What follows belongs to an exercise in optimizing a design on an open flow for a short achievable clock period and few clock cycles per item; a production flow would make more cautious choices. Only simulation tests tie the RTL to the original design; equivalence was not proved. Power is estimated from default activity; no workload was simulated.

File: flow/design.v
package lc4_pkg;
   typedef logic [15:0] word_t;      
   typedef logic [2:0]  reg_sel_t;   
   localparam int NUM_REGS = 8;
   typedef enum logic [3:0] {
      OP_NOP   = 4'b0000,
      OP_ARITH = 4'b0001,   
      OP_LOGIC = 4'b0101,   
      OP_CONST = 4'b1001
   } opcode_e;
   typedef enum logic [2:0] {
      ALU_ADD,
      ALU_SUB,
      ALU_AND,
      ALU_OR,
      ALU_PASS_IMM   
   } alu_op_e;
   localparam word_t NOP_INSN = 16'h0000;
endpackage
module lc4_decoder (
   input  lc4_pkg::word_t    i_insn,
   output lc4_pkg::reg_sel_t o_rs,
   output lc4_pkg::reg_sel_t o_rt,
   output lc4_pkg::reg_sel_t o_rd,
   output logic              o_rs_re,
   output logic              o_rt_re,
   output logic              o_rd_we,
   output lc4_pkg::alu_op_e  o_alu_op,
   output lc4_pkg::word_t    o_imm
);
   lc4_pkg::opcode_e opcode;
   logic [2:0]       sub_op;
   assign opcode = lc4_pkg::opcode_e'(i_insn[15:12]);
   assign sub_op = i_insn[5:3];
   assign o_rd = i_insn[11:9];
   assign o_rs = i_insn[8:6];
   assign o_rt = i_insn[2:0];
   always_comb begin
      o_rs_re  = 1'b0;
      o_rt_re  = 1'b0;
      o_rd_we  = 1'b0;
      o_alu_op = lc4_pkg::ALU_ADD;
      o_imm    = {{11{i_insn[4]}}, i_insn[4:0]};   
      case (opcode)
         lc4_pkg::OP_ARITH: begin
            if (i_insn[5]) begin   
               o_rs_re = 1'b1;
               o_rd_we = 1'b1;
            end else if (sub_op == 3'b000 || sub_op == 3'b010) begin
               o_rs_re  = 1'b1;
               o_rt_re  = 1'b1;
               o_rd_we  = 1'b1;
               o_alu_op = (sub_op == 3'b010) ? lc4_pkg::ALU_SUB : lc4_pkg::ALU_ADD;
            end
         end
         lc4_pkg::OP_LOGIC: begin
            o_alu_op = lc4_pkg::ALU_AND;
            if (i_insn[5]) begin   
               o_rs_re = 1'b1;
               o_rd_we = 1'b1;
            end else if (sub_op == 3'b000 || sub_op == 3'b010) begin
               o_rs_re  = 1'b1;
               o_rt_re  = 1'b1;
               o_rd_we  = 1'b1;
               o_alu_op = (sub_op == 3'b010) ? lc4_pkg::ALU_OR : lc4_pkg::ALU_AND;
            end
         end
         lc4_pkg::OP_CONST: begin
            o_rd_we  = 1'b1;
            o_alu_op = lc4_pkg::ALU_PASS_IMM;
            o_imm    = {{7{i_insn[8]}}, i_insn[8:0]};   
         end
         default: ;   
      endcase
   end
endmodule
module lc4_alu (
   input  lc4_pkg::alu_op_e i_op,
   input  lc4_pkg::word_t   i_a,
   input  lc4_pkg::word_t   i_b,
   input  lc4_pkg::word_t   i_imm,
   input  logic             i_use_imm,
   output lc4_pkg::word_t   o_result
);
   lc4_pkg::word_t opnd_b;
   assign opnd_b = i_use_imm ? i_imm : i_b;
   always_comb begin
      case (i_op)
         lc4_pkg::ALU_ADD:      o_result = i_a + opnd_b;
         lc4_pkg::ALU_SUB:      o_result = i_a - opnd_b;
         lc4_pkg::ALU_AND:      o_result = i_a & opnd_b;
         lc4_pkg::ALU_OR:       o_result = i_a | opnd_b;
         lc4_pkg::ALU_PASS_IMM: o_result = i_imm;   
         default:               o_result = '0;
      endcase
   end
endmodule
module lc4_regfile_dual (
   input  logic              gwe,
   input  logic              i_rst,
   input  lc4_pkg::reg_sel_t i_rs_a,
   input  lc4_pkg::reg_sel_t i_rt_a,
   input  lc4_pkg::reg_sel_t i_rs_b,
   input  lc4_pkg::reg_sel_t i_rt_b,
   output lc4_pkg::word_t    o_rs_data_a,
   output lc4_pkg::word_t    o_rt_data_a,
   output lc4_pkg::word_t    o_rs_data_b,
   output lc4_pkg::word_t    o_rt_data_b,
   input  lc4_pkg::reg_sel_t i_rd_a,
   input  lc4_pkg::word_t    i_wdata_a,
   input  logic              i_we_a,
   input  lc4_pkg::reg_sel_t i_rd_b,
   input  lc4_pkg::word_t    i_wdata_b,
   input  logic              i_we_b
);
   lc4_pkg::word_t regs [0:lc4_pkg::NUM_REGS-1];
   function automatic logic [15:0] rd_fwd(input logic [2:0] sel);
      if (i_we_b && i_rd_b == sel)      rd_fwd = i_wdata_b;
      else if (i_we_a && i_rd_a == sel) rd_fwd = i_wdata_a;
      else                              rd_fwd = regs[sel];
   endfunction
   always_comb begin
      o_rs_data_a = rd_fwd(i_rs_a);
      o_rt_data_a = rd_fwd(i_rt_a);
      o_rs_data_b = rd_fwd(i_rs_b);
      o_rt_data_b = rd_fwd(i_rt_b);
   end
   always_ff @(posedge gwe) begin
      if (i_rst) begin
         for (int i = 0; i < lc4_pkg::NUM_REGS; i++) begin
            regs[i] <= '0;
         end
      end else begin
         if (i_we_a) regs[i_rd_a] <= i_wdata_a;
         if (i_we_b) regs[i_rd_b] <= i_wdata_b;   
      end
   end
endmodule
module lc4_bypass (
   input  lc4_pkg::reg_sel_t i_rs_a,
   input  lc4_pkg::reg_sel_t i_rt_a,
   input  logic              i_rs_re_a,
   input  logic              i_rt_re_a,
   input  lc4_pkg::reg_sel_t i_rs_b,
   input  lc4_pkg::reg_sel_t i_rt_b,
   input  logic              i_rs_re_b,
   input  logic              i_rt_re_b,
   input  lc4_pkg::reg_sel_t i_m_rd_a,
   input  lc4_pkg::reg_sel_t i_m_rd_b,
   input  logic              i_m_we_a,
   input  logic              i_m_we_b,
   input  lc4_pkg::word_t    i_m_data_a,
   input  lc4_pkg::word_t    i_m_data_b,
   input  lc4_pkg::reg_sel_t i_w_rd_a,
   input  lc4_pkg::reg_sel_t i_w_rd_b,
   input  logic              i_w_we_a,
   input  logic              i_w_we_b,
   input  lc4_pkg::word_t    i_w_data_a,
   input  lc4_pkg::word_t    i_w_data_b,
   input  lc4_pkg::word_t    i_rs_data_a,
   input  lc4_pkg::word_t    i_rt_data_a,
   input  lc4_pkg::word_t    i_rs_data_b,
   input  lc4_pkg::word_t    i_rt_data_b,
   output lc4_pkg::word_t    o_op1_a,
   output lc4_pkg::word_t    o_op2_a,
   output lc4_pkg::word_t    o_op1_b,
   output lc4_pkg::word_t    o_op2_b
);
   function automatic logic [15:0] pick(input logic [2:0]  sel,
                                        input logic        re,
                                        input logic [15:0] rf_val);
      if (!re)                              pick = rf_val;
      else if (i_m_we_b && i_m_rd_b == sel) pick = i_m_data_b;   
      else if (i_m_we_a && i_m_rd_a == sel) pick = i_m_data_a;
      else if (i_w_we_b && i_w_rd_b == sel) pick = i_w_data_b;   
      else if (i_w_we_a && i_w_rd_a == sel) pick = i_w_data_a;
      else                                  pick = rf_val;
   endfunction
   always_comb begin
      o_op1_a = pick(i_rs_a, i_rs_re_a, i_rs_data_a);
      o_op2_a = pick(i_rt_a, i_rt_re_a, i_rt_data_a);
      o_op1_b = pick(i_rs_b, i_rs_re_b, i_rs_data_b);
      o_op2_b = pick(i_rt_b, i_rt_re_b, i_rt_data_b);
   end
endmodule
module lc4_issue_ctrl #(
   parameter lc4_pkg::word_t RESET_PC = 16'h8200
) (
   input  logic              gwe,
   input  logic              i_rst,
   input  lc4_pkg::word_t    i_insn_a,
   input  lc4_pkg::word_t    i_insn_b,
   output lc4_pkg::word_t    o_cur_pc,
   output logic              o_issue_a,
   output lc4_pkg::word_t    o_pc_a,
   output lc4_pkg::reg_sel_t o_rs_a,
   output lc4_pkg::reg_sel_t o_rt_a,
   output logic              o_rs_re_a,
   output logic              o_rt_re_a,
   output lc4_pkg::reg_sel_t o_rd_a,
   output logic              o_rd_we_a,
   output lc4_pkg::alu_op_e  o_alu_op_a,
   output lc4_pkg::word_t    o_imm_a,
   output logic              o_issue_b,
   output lc4_pkg::word_t    o_pc_b,
   output lc4_pkg::reg_sel_t o_rs_b,
   output lc4_pkg::reg_sel_t o_rt_b,
   output logic              o_rs_re_b,
   output logic              o_rt_re_b,
   output lc4_pkg::reg_sel_t o_rd_b,
   output logic              o_rd_we_b,
   output lc4_pkg::alu_op_e  o_alu_op_b,
   output lc4_pkg::word_t    o_imm_b
);
   lc4_pkg::word_t pc;
   lc4_pkg::word_t pc_plus_one;
   lc4_pkg::word_t d_insn_a;
   lc4_pkg::word_t d_insn_b;
   lc4_pkg::word_t d_pc_a;
   lc4_pkg::word_t d_pc_b;
   logic           d_valid;   
   logic           split;
   lc4_decoder dec_a_i (
      .i_insn   (d_insn_a),
      .o_rs     (o_rs_a),
      .o_rt     (o_rt_a),
      .o_rd     (o_rd_a),
      .o_rs_re  (o_rs_re_a),
      .o_rt_re  (o_rt_re_a),
      .o_rd_we  (o_rd_we_a),
      .o_alu_op (o_alu_op_a),
      .o_imm    (o_imm_a)
   );
   lc4_decoder dec_b_i (
      .i_insn   (d_insn_b),
      .o_rs     (o_rs_b),
      .o_rt     (o_rt_b),
      .o_rd     (o_rd_b),
      .o_rs_re  (o_rs_re_b),
      .o_rt_re  (o_rt_re_b),
      .o_rd_we  (o_rd_we_b),
      .o_alu_op (o_alu_op_b),
      .o_imm    (o_imm_b)
   );
   assign split = o_rd_we_a && ((o_rs_re_b && o_rs_b == o_rd_a) ||
                                (o_rt_re_b && o_rt_b == o_rd_a));
   assign pc_plus_one = pc + 16'd1;
   always_ff @(posedge gwe) begin
      if (i_rst) begin
         pc       <= RESET_PC;
         d_insn_a <= lc4_pkg::NOP_INSN;
         d_insn_b <= lc4_pkg::NOP_INSN;
         d_valid  <= 1'b0;
      end else if (split) begin
         pc       <= pc_plus_one;
         d_insn_a <= d_insn_b;   
         d_insn_b <= i_insn_a;
         d_valid  <= 1'b1;
      end else begin
         pc       <= pc + 16'd2;
         d_insn_a <= i_insn_a;
         d_insn_b <= i_insn_b;
         d_valid  <= 1'b1;
      end
   end
   always_ff @(posedge gwe) begin
      if (split) begin
         d_pc_a <= d_pc_b;
         d_pc_b <= pc;
      end else begin
         d_pc_a <= pc;
         d_pc_b <= pc_plus_one;
      end
   end
   assign o_cur_pc  = pc;
   assign o_pc_a    = d_pc_a;
   assign o_pc_b    = d_pc_b;
   assign o_issue_a = d_valid;
   assign o_issue_b = d_valid && !split;   
endmodule
module lc4_exec_pipe (
   input  logic              gwe,
   input  logic              i_rst,
   input  logic              i_issue_a,
   input  lc4_pkg::word_t    i_pc_a,
   input  lc4_pkg::reg_sel_t i_rs_a,
   input  lc4_pkg::reg_sel_t i_rt_a,
   input  logic              i_rs_re_a,
   input  logic              i_rt_re_a,
   input  lc4_pkg::reg_sel_t i_rd_a,
   input  logic              i_rd_we_a,
   input  lc4_pkg::alu_op_e  i_alu_op_a,
   input  lc4_pkg::word_t    i_imm_a,
   input  logic              i_issue_b,
   input  lc4_pkg::word_t    i_pc_b,
   input  lc4_pkg::reg_sel_t i_rs_b,
   input  lc4_pkg::reg_sel_t i_rt_b,
   input  logic              i_rs_re_b,
   input  logic              i_rt_re_b,
   input  lc4_pkg::reg_sel_t i_rd_b,
   input  logic              i_rd_we_b,
   input  lc4_pkg::alu_op_e  i_alu_op_b,
   input  lc4_pkg::word_t    i_imm_b,
   input  lc4_pkg::word_t    i_rs_data_a,
   input  lc4_pkg::word_t    i_rt_data_a,
   input  lc4_pkg::word_t    i_rs_data_b,
   input  lc4_pkg::word_t    i_rt_data_b,
   output logic              o_wb_we_a,
   output lc4_pkg::reg_sel_t o_wb_rd_a,
   output lc4_pkg::word_t    o_wb_data_a,
   output lc4_pkg::word_t    o_wb_pc_a,
   output logic              o_wb_we_b,
   output lc4_pkg::reg_sel_t o_wb_rd_b,
   output lc4_pkg::word_t    o_wb_data_b,
   output lc4_pkg::word_t    o_wb_pc_b
);
   logic              x_we_a, x_we_b;
   logic              x_rs_re_a, x_rt_re_a, x_rs_re_b, x_rt_re_b;
   lc4_pkg::reg_sel_t x_rs_a, x_rt_a, x_rd_a, x_rs_b, x_rt_b, x_rd_b;
   lc4_pkg::alu_op_e  x_op_a, x_op_b;
   lc4_pkg::word_t    x_pc_a, x_imm_a, x_rs_data_a, x_rt_data_a;
   lc4_pkg::word_t    x_pc_b, x_imm_b, x_rs_data_b, x_rt_data_b;
   lc4_pkg::word_t    op1_a, op2_a, op1_b, op2_b;
   lc4_pkg::word_t    alu_res_a, alu_res_b;
   logic              m_we_a, m_we_b;
   lc4_pkg::reg_sel_t m_rd_a, m_rd_b;
   lc4_pkg::word_t    m_data_a, m_data_b, m_pc_a, m_pc_b;
   always_ff @(posedge gwe) begin
      if (i_rst) begin
         x_we_a    <= 1'b0;
         x_we_b    <= 1'b0;
         m_we_a    <= 1'b0;
         m_we_b    <= 1'b0;
         o_wb_we_a <= 1'b0;
         o_wb_we_b <= 1'b0;
      end else begin
         x_we_a    <= i_issue_a && i_rd_we_a;   
         x_we_b    <= i_issue_b && i_rd_we_b;
         m_we_a    <= x_we_a;
         m_we_b    <= x_we_b;
         o_wb_we_a <= m_we_a;
         o_wb_we_b <= m_we_b;
      end
   end
   always_ff @(posedge gwe) begin
      x_pc_a      <= i_pc_a;
      x_rs_a      <= i_rs_a;
      x_rt_a      <= i_rt_a;
      x_rs_re_a   <= i_rs_re_a;
      x_rt_re_a   <= i_rt_re_a;
      x_rd_a      <= i_rd_a;
      x_op_a      <= i_alu_op_a;
      x_imm_a     <= i_imm_a;
      x_rs_data_a <= i_rs_data_a;
      x_rt_data_a <= i_rt_data_a;
      x_pc_b      <= i_pc_b;
      x_rs_b      <= i_rs_b;
      x_rt_b      <= i_rt_b;
      x_rs_re_b   <= i_rs_re_b;
      x_rt_re_b   <= i_rt_re_b;
      x_rd_b      <= i_rd_b;
      x_op_b      <= i_alu_op_b;
      x_imm_b     <= i_imm_b;
      x_rs_data_b <= i_rs_data_b;
      x_rt_data_b <= i_rt_data_b;
      m_rd_a      <= x_rd_a;
      m_rd_b      <= x_rd_b;
      m_data_a    <= alu_res_a;
      m_data_b    <= alu_res_b;
      m_pc_a      <= x_pc_a;
      m_pc_b      <= x_pc_b;
      o_wb_rd_a   <= m_rd_a;
      o_wb_rd_b   <= m_rd_b;
      o_wb_data_a <= m_data_a;
      o_wb_data_b <= m_data_b;
      o_wb_pc_a   <= m_pc_a;
      o_wb_pc_b   <= m_pc_b;
   end
   lc4_bypass bypass_i (
      .i_rs_a      (x_rs_a),      .i_rt_a      (x_rt_a),
      .i_rs_re_a   (x_rs_re_a),   .i_rt_re_a   (x_rt_re_a),
      .i_rs_b      (x_rs_b),      .i_rt_b      (x_rt_b),
      .i_rs_re_b   (x_rs_re_b),   .i_rt_re_b   (x_rt_re_b),
      .i_m_rd_a    (m_rd_a),      .i_m_rd_b    (m_rd_b),
      .i_m_we_a    (m_we_a),      .i_m_we_b    (m_we_b),
      .i_m_data_a  (m_data_a),    .i_m_data_b  (m_data_b),
      .i_w_rd_a    (o_wb_rd_a),   .i_w_rd_b    (o_wb_rd_b),
      .i_w_we_a    (o_wb_we_a),   .i_w_we_b    (o_wb_we_b),
      .i_w_data_a  (o_wb_data_a), .i_w_data_b  (o_wb_data_b),
      .i_rs_data_a (x_rs_data_a), .i_rt_data_a (x_rt_data_a),
      .i_rs_data_b (x_rs_data_b), .i_rt_data_b (x_rt_data_b),
      .o_op1_a     (op1_a),       .o_op2_a     (op2_a),
      .o_op1_b     (op1_b),       .o_op2_b     (op2_b)
   );
   lc4_alu alu_a_i (
      .i_op      (x_op_a),
      .i_a       (op1_a),
      .i_b       (op2_a),
      .i_imm     (x_imm_a),
      .i_use_imm (!x_rt_re_a),   
      .o_result  (alu_res_a)
   );
   lc4_alu alu_b_i (
      .i_op      (x_op_b),
      .i_a       (op1_b),
      .i_b       (op2_b),
      .i_imm     (x_imm_b),
      .i_use_imm (!x_rt_re_b),
      .o_result  (alu_res_b)
   );
endmodule
module lc4_superscalar #(
   parameter lc4_pkg::word_t RESET_PC = 16'h8200
) (
   input  logic              gwe,
   input  logic              i_rst,
   output lc4_pkg::word_t    o_cur_pc,
   input  lc4_pkg::word_t    i_insn_a,
   input  lc4_pkg::word_t    i_insn_b,
   output logic              o_wb_we_a,
   output lc4_pkg::reg_sel_t o_wb_rd_a,
   output lc4_pkg::word_t    o_wb_data_a,
   output lc4_pkg::word_t    o_wb_pc_a,
   output logic              o_wb_we_b,
   output lc4_pkg::reg_sel_t o_wb_rd_b,
   output lc4_pkg::word_t    o_wb_data_b,
   output lc4_pkg::word_t    o_wb_pc_b
);
   logic              issue_a, issue_b;
   logic              rs_re_a, rt_re_a, rd_we_a, rs_re_b, rt_re_b, rd_we_b;
   lc4_pkg::reg_sel_t rs_a, rt_a, rd_a, rs_b, rt_b, rd_b;
   lc4_pkg::alu_op_e  alu_op_a, alu_op_b;
   lc4_pkg::word_t    pc_a, imm_a, pc_b, imm_b;
   lc4_pkg::word_t    rs_data_a, rt_data_a, rs_data_b, rt_data_b;
   lc4_issue_ctrl #(.RESET_PC(RESET_PC)) issue_i (
      .gwe        (gwe),      .i_rst      (i_rst),
      .i_insn_a   (i_insn_a), .i_insn_b   (i_insn_b),
      .o_cur_pc   (o_cur_pc),
      .o_issue_a  (issue_a),  .o_pc_a     (pc_a),
      .o_rs_a     (rs_a),     .o_rt_a     (rt_a),
      .o_rs_re_a  (rs_re_a),  .o_rt_re_a  (rt_re_a),
      .o_rd_a     (rd_a),     .o_rd_we_a  (rd_we_a),
      .o_alu_op_a (alu_op_a), .o_imm_a    (imm_a),
      .o_issue_b  (issue_b),  .o_pc_b     (pc_b),
      .o_rs_b     (rs_b),     .o_rt_b     (rt_b),
      .o_rs_re_b  (rs_re_b),  .o_rt_re_b  (rt_re_b),
      .o_rd_b     (rd_b),     .o_rd_we_b  (rd_we_b),
      .o_alu_op_b (alu_op_b), .o_imm_b    (imm_b)
   );
   lc4_regfile_dual regfile_i (
      .gwe         (gwe),       .i_rst       (i_rst),
      .i_rs_a      (rs_a),      .i_rt_a      (rt_a),
      .i_rs_b      (rs_b),      .i_rt_b      (rt_b),
      .o_rs_data_a (rs_data_a), .o_rt_data_a (rt_data_a),
      .o_rs_data_b (rs_data_b), .o_rt_data_b (rt_data_b),
      .i_rd_a      (o_wb_rd_a), .i_wdata_a   (o_wb_data_a), .i_we_a (o_wb_we_a),
      .i_rd_b      (o_wb_rd_b), .i_wdata_b   (o_wb_data_b), .i_we_b (o_wb_we_b)
   );
   lc4_exec_pipe exec_i (
      .gwe         (gwe),         .i_rst       (i_rst),
      .i_issue_a   (issue_a),     .i_pc_a      (pc_a),
      .i_rs_a      (rs_a),        .i_rt_a      (rt_a),
      .i_rs_re_a   (rs_re_a),     .i_rt_re_a   (rt_re_a),
      .i_rd_a      (rd_a),        .i_rd_we_a   (rd_we_a),
      .i_alu_op_a  (alu_op_a),    .i_imm_a     (imm_a),
      .i_issue_b   (issue_b),     .i_pc_b      (pc_b),
      .i_rs_b      (rs_b),        .i_rt_b      (rt_b),
      .i_rs_re_b   (rs_re_b),     .i_rt_re_b   (rt_re_b),
      .i_rd_b      (rd_b),        .i_rd_we_b   (rd_we_b),
      .i_alu_op_b  (alu_op_b),    .i_imm_b     (imm_b),
      .i_rs_data_a (rs_data_a),   .i_rt_data_a (rt_data_a),
      .i_rs_data_b (rs_data_b),   .i_rt_data_b (rt_data_b),
      .o_wb_we_a   (o_wb_we_a),   .o_wb_rd_a   (o_wb_rd_a),
      .o_wb_data_a (o_wb_data_a), .o_wb_pc_a   (o_wb_pc_a),
      .o_wb_we_b   (o_wb_we_b),   .o_wb_rd_b   (o_wb_rd_b),
      .o_wb_data_b (o_wb_data_b), .o_wb_pc_b   (o_wb_pc_b)
   );
endmodule
File: flow/run.sh
#!/bin/bash
# synth_recipe.tcl (not shown) runs the flow's synth.tcl, then flattens the netlist and writes it again
# the make line also repeats each setting of config.mk as NAME=value (left out here)
make -C /OpenROAD-flow-scripts/flow DESIGN_CONFIG=/design/flow/config.mk WORK_HOME=/design/flow/orfs CLKGATE_MAP_FILE= SYNTH_SCRIPT=/design/flow/synth_recipe.tcl finish
File: flow/config.mk
export PLATFORM = sky130hd
export DESIGN_NAME = lc4_superscalar
export DESIGN_NICKNAME = lc4_superscalar
export VERILOG_FILES = /design/flow/design.v
export SDC_FILE = /design/flow/constraint.sdc
export NUM_CORES = 4
export LEC_CHECK = 0
export CAP_MARGIN = 20
export CORE_MARGIN = 2
export CORE_UTILIZATION = 40
export SLEW_MARGIN = 20
File: flow/constraint.sdc
create_clock -name core_clock -period 5.0 [get_ports {gwe}]
set_input_delay 1.0000 -clock core_clock [delete_from_list [all_inputs] [get_ports {gwe}]]
set_output_delay 1.0000 -clock core_clock [all_outputs]
set_load 0.01 [all_outputs]
==> run_results.csv <==
group,metric,value,unit
yosys,syn_nets,2677,
layout,final_cell_mix,"dfxtp_1, nand2_1, nor2_1",
timing,setup_slack,0.1420,ns
yosys,yosysSeqAreaShare,0.4184,
global_routing,grt_overflow,0,
route,drc_errors,0,
route,first_pass_iters,6,
route,via_count,22405,
setup_path,reg2reg_from,"exec_i.x_rt_b[1]",
floorplanning,die_w,261.7,um
setup_path,critPathMaxFanout,6,
global_routing,grt_max_degree,61,
hold_path,worstHoldStart,"exec_i.x_pc_a[4]",
yosys,synth_enable_flop_cells,128,
route,postRouteAntennaNets,0,
clock_tree,numCtsBuffers,55,
global_routing,grt_pass1_wl,145.6,mm
hold_path,hold_end,"exec_i.m_pc_a[4]",
clock_tree,cts.reportedPaths.clkPinSlew,0.06,ns
setup_path,startpoint,"exec_i.x_rt_b[1]",
yosys,avgSynthCellArea,10.23,sq um
setup_path,r2r_slack,0.14,ns
yosys,netlist.area_leader.share,0.2736,
layout,area_delta_synth_final,18.38,%
layout,diodes,0,
timing,finalCritPeriodShare,0.9716,
yosys,yosysWarnings,6,
placed_design,hpwl,71.18,mm
layout,drive_gt1_frac,0.1908,
timing,setup_violations,0,
clock_tree,tritoncts,"built",
route,avgViaCountPerCell,6.169,
setup_path,arrival,5.35,ns
yosys,ys_async_sr_fraction,0,
setup_path,end_kind,"register",
timing,fin_skew,0.04757,ns
yosys,synth_top_area_cell,"dfxtp_1",
run_status,status,"finished clean",
floorplanning,die_area,68470,sq um
timing,fin_crit,4.858,ns
setup_path,required,5.49,ns
setup_path,worstReg2RegEnd,"exec_i.m_data_b[15]",
layout,fillers,5915,
floorplanning,core_area,65750,sq um
clock_tree,clk_path_buf_depth,3,
layout,regArea,11130,sq um
setup_path,crit_path_start_kind,"register",
placed_design,numPortBuffers,121,
clock_tree,cts_hold_buf,0,
timing,worst-slew-pin-transition,1.230,ns
placed_design,gp_congestion,0.9877,
timing,rsz0062_at_grt,"false",
hold_path,hold_class,"reg2reg",
placed_design,place_ws,0.02059,ns
route,drt_iter0_markers,2595,
yosys,netlist_area,26560,sq um
global_routing,first_global_vias,21662,
timing,slew_headroom,0.1802,
global_routing,grt_usage,0.2877,
clock_tree,clock-sinks,491,
floorplanning,std_cell_rows,94,
layout,largest_reg_flops,128,
timing,fmax,205.8,MHz
yosys,syn_inst,2596,
yosys,synthDistinctLibCells,89,
clock_tree,cts-root-buf,"clkbuf_16",
setup_path,critical_path_class,"reg2reg",
hold_path,holdPathStages,0,
timing,hold_violations,0,
yosys,synth_seq_cells,491,
clock_tree,clk-insertion-delay-late,0.64,ns
yosys,synth_ff_type,"dfxtp_1",
yosys,synth_area_leaders,"dfxtp_1, edfxtp_1, mux4_2",
power_and_ir_drop,powerDensity,403.6,nW/um^2
floorplanning,initial_utilization,0.4040,
power_and_ir_drop,cellLeakagePower,0.01223,uW
global_routing,antenna_found_initial,1,
layout,fin_nets,2803,
route,wl_per_cell,27.76,um
floorplanning,top_level_ports,122,
timing,setup_tns,0,ns
job,cap_violations,0,
floorplanning,die_h,261.7,um
layout,multi_input_area,14630,sq um
timing,drv_slew,0,
route,wl,100.8,mm
layout,final_common_cell,"dfxtp_1",
setup_path,reg2reg_depth,20,
clock_tree,h-tree-depth,2,
layout,regMostFlops,"regfile_i.regs",
power_and_ir_drop,ir_worst_vdd,0.2772,mV
-- worst max-delay path by stage --
| stage | to | slack (ns) | cells past startpoint |
|---|---|---|---|
| after floorplan | exec_i.m_data_b[14] | 0.21 | 25 |
| after global placement | exec_i.m_data_a[15] | 0.06 | 20 |
| after detailed placement | exec_i.m_data_a[15] | 0.02 | 18 |
| after CTS | exec_i.m_data_a[14] | 0.07 | 20 |
| after global routing | exec_i.m_data_a[15] | 0.002 | 22 |
| final | exec_i.m_data_b[15] | 0.14 | 20 |
-- cell families (layout without fill, tap and decap cells) --
group,Yosys count,count (layout),share of synthesized area
AOI/OAI and AO/OA,643,643,0.1629
xor gates and xnor gates,164,164,0.05776
adders and majority gates,67,67,0.03025
buffers and inverters,263,435,0.04113
DFF,491,491,0.4184
muxes,304,304,0.1770
and+or+nand+nor,664,664,0.1126
-- area by class of cell --
type | count | share of cell area
well taps | 864 | 0.03439
clock buffers | 76 | 0.05042
inverters | 42 | 0.005015
repair buffers | 290 | 0.07932
multi-input cells | 1842 | 0.4655
clock inverters | 27 | 0.01150
flip-flops and latches | 491 | 0.3539
-- routing by layer --
layer  routed length, um  part of all wire  track usage
met4                4553             0.045       0.1242
met1               41550              0.41       0.3870
met3                8257             0.082      0.04282
met2               46480              0.46       0.4617
met5                   0                 0            0
-- stage by stage --
stage | instances | power [uW] | utilization | cell area, sq um | hold WS [ns]
detailed placement | 3524 | 8293 | 0.4456 | 29300 | 0.3121
floorplan | 2596 | 6619 | - | 26560 | 0.3096
global route | 3632 | 13050 | 0.4782 | 31440 | 0.3307
finish | 3632 | 12690 | 0.4782 | 31440 | 0.3219
global placement | 3524 | 8272 | 0.4456 | 29300 | 0.3099
CTS | 3629 | 12600 | 0.4756 | 31270 | 0.3256
-- worst max-delay path, stage by stage (launching register included) --
cell	delay [ns]
dfxtp_1	0.42
buf_4	0.25
xnor2_1	0.12
buf_4	0.17
and4_1	0.27
o311ai_1	0.59
a21oi_2	0.19
nor2_1	0.17
and4_1	0.29
a21oi_1	0.11
xnor2_1	0.17
ha_1	0.40
nand3_1	0.12
nand2_1	0.05
a41o_1	0.23
o41ai_1	0.28
buf_4	0.17
o21a_1	0.14
o21ai_0	0.13
xnor2_1	0.15
a221o_1	0.29
-- report_power, final --
group / switching (uW) / internal [uW] / leakage, uW
registers: 783 / 4490 / 0.00432
clock network: 1790 / 2550 / 0.000952
logic: 1840 / 1240 / 0.00696
total: 4410 / 8280 / 0.0122
-- timing repair --
item	4_1_cts	5_1_grt
setup buffers	2	3
endpoints found under the hold margin	0	0
cloned	0	0
resized for setup	1	33
endpoints found under the setup margin	1	9
pin swaps	1	2
-- cells in the mapped netlist, drive strengths merged, types with 9 or more instances --
| cell | n |
|---|---|
| dfxtp | 363 |
| nand2 | 286 |
| nor2 | 189 |
| o21ai | 189 |
| clkbuf | 167 |
| a21oi | 132 |
| mux2i | 131 |
| a22o | 129 |
| edfxtp | 128 |
| mux4 | 128 |
| xnor2 | 109 |
| xor2 | 55 |
| buf | 54 |
| ha | 45 |
| mux2 | 45 |
| a211oi | 41 |
| inv | 39 |
| nor3 | 34 |
| nand4 | 29 |
| a31oi | 28 |
| maj3 | 20 |
| nor4 | 18 |
| nand3 | 17 |
| nor2b | 17 |
| or3 | 17 |
| a21o | 16 |
| nand2b | 16 |
| o21a | 14 |
| a311oi | 10 |
| o41ai | 9 |
Testbench counts, summed over its fixed seeds: cycles 7,272, insns 12,800.

## port drivers added, routing unchanged
No port has a modelled driver above. Below, the same layout with a new extraction and two added sets of constraints. Step 1 (the two cells are an assumption about what drives the block):
set clk [get_ports {gwe}]
set_driving_cell -lib_cell sky130_fd_sc_hd__clkbuf_16 $clk
set_driving_cell -lib_cell sky130_fd_sc_hd__buf_2 [delete_from_list [all_inputs] $clk]
Step 2 adds t to the input delays and takes it off the output delays; t is the mean of the earliest and latest rising clock arrival at the registers after step 1. Input paths then give back, and output paths get back, about the clock's delay inside the block. Three values: ideal, step 1, step 2; two values: the first two.
t (ns): 0.678
setup slack, ns: 0.142 / 0.142 / 0.142
hold slack, ns: 0.322 / 0.322 / 0.322
After both steps setup and hold are still met in this run. For this run, drivers alone change the setup slack by 0.000 ns; drivers and shift together by 0.000 ns.
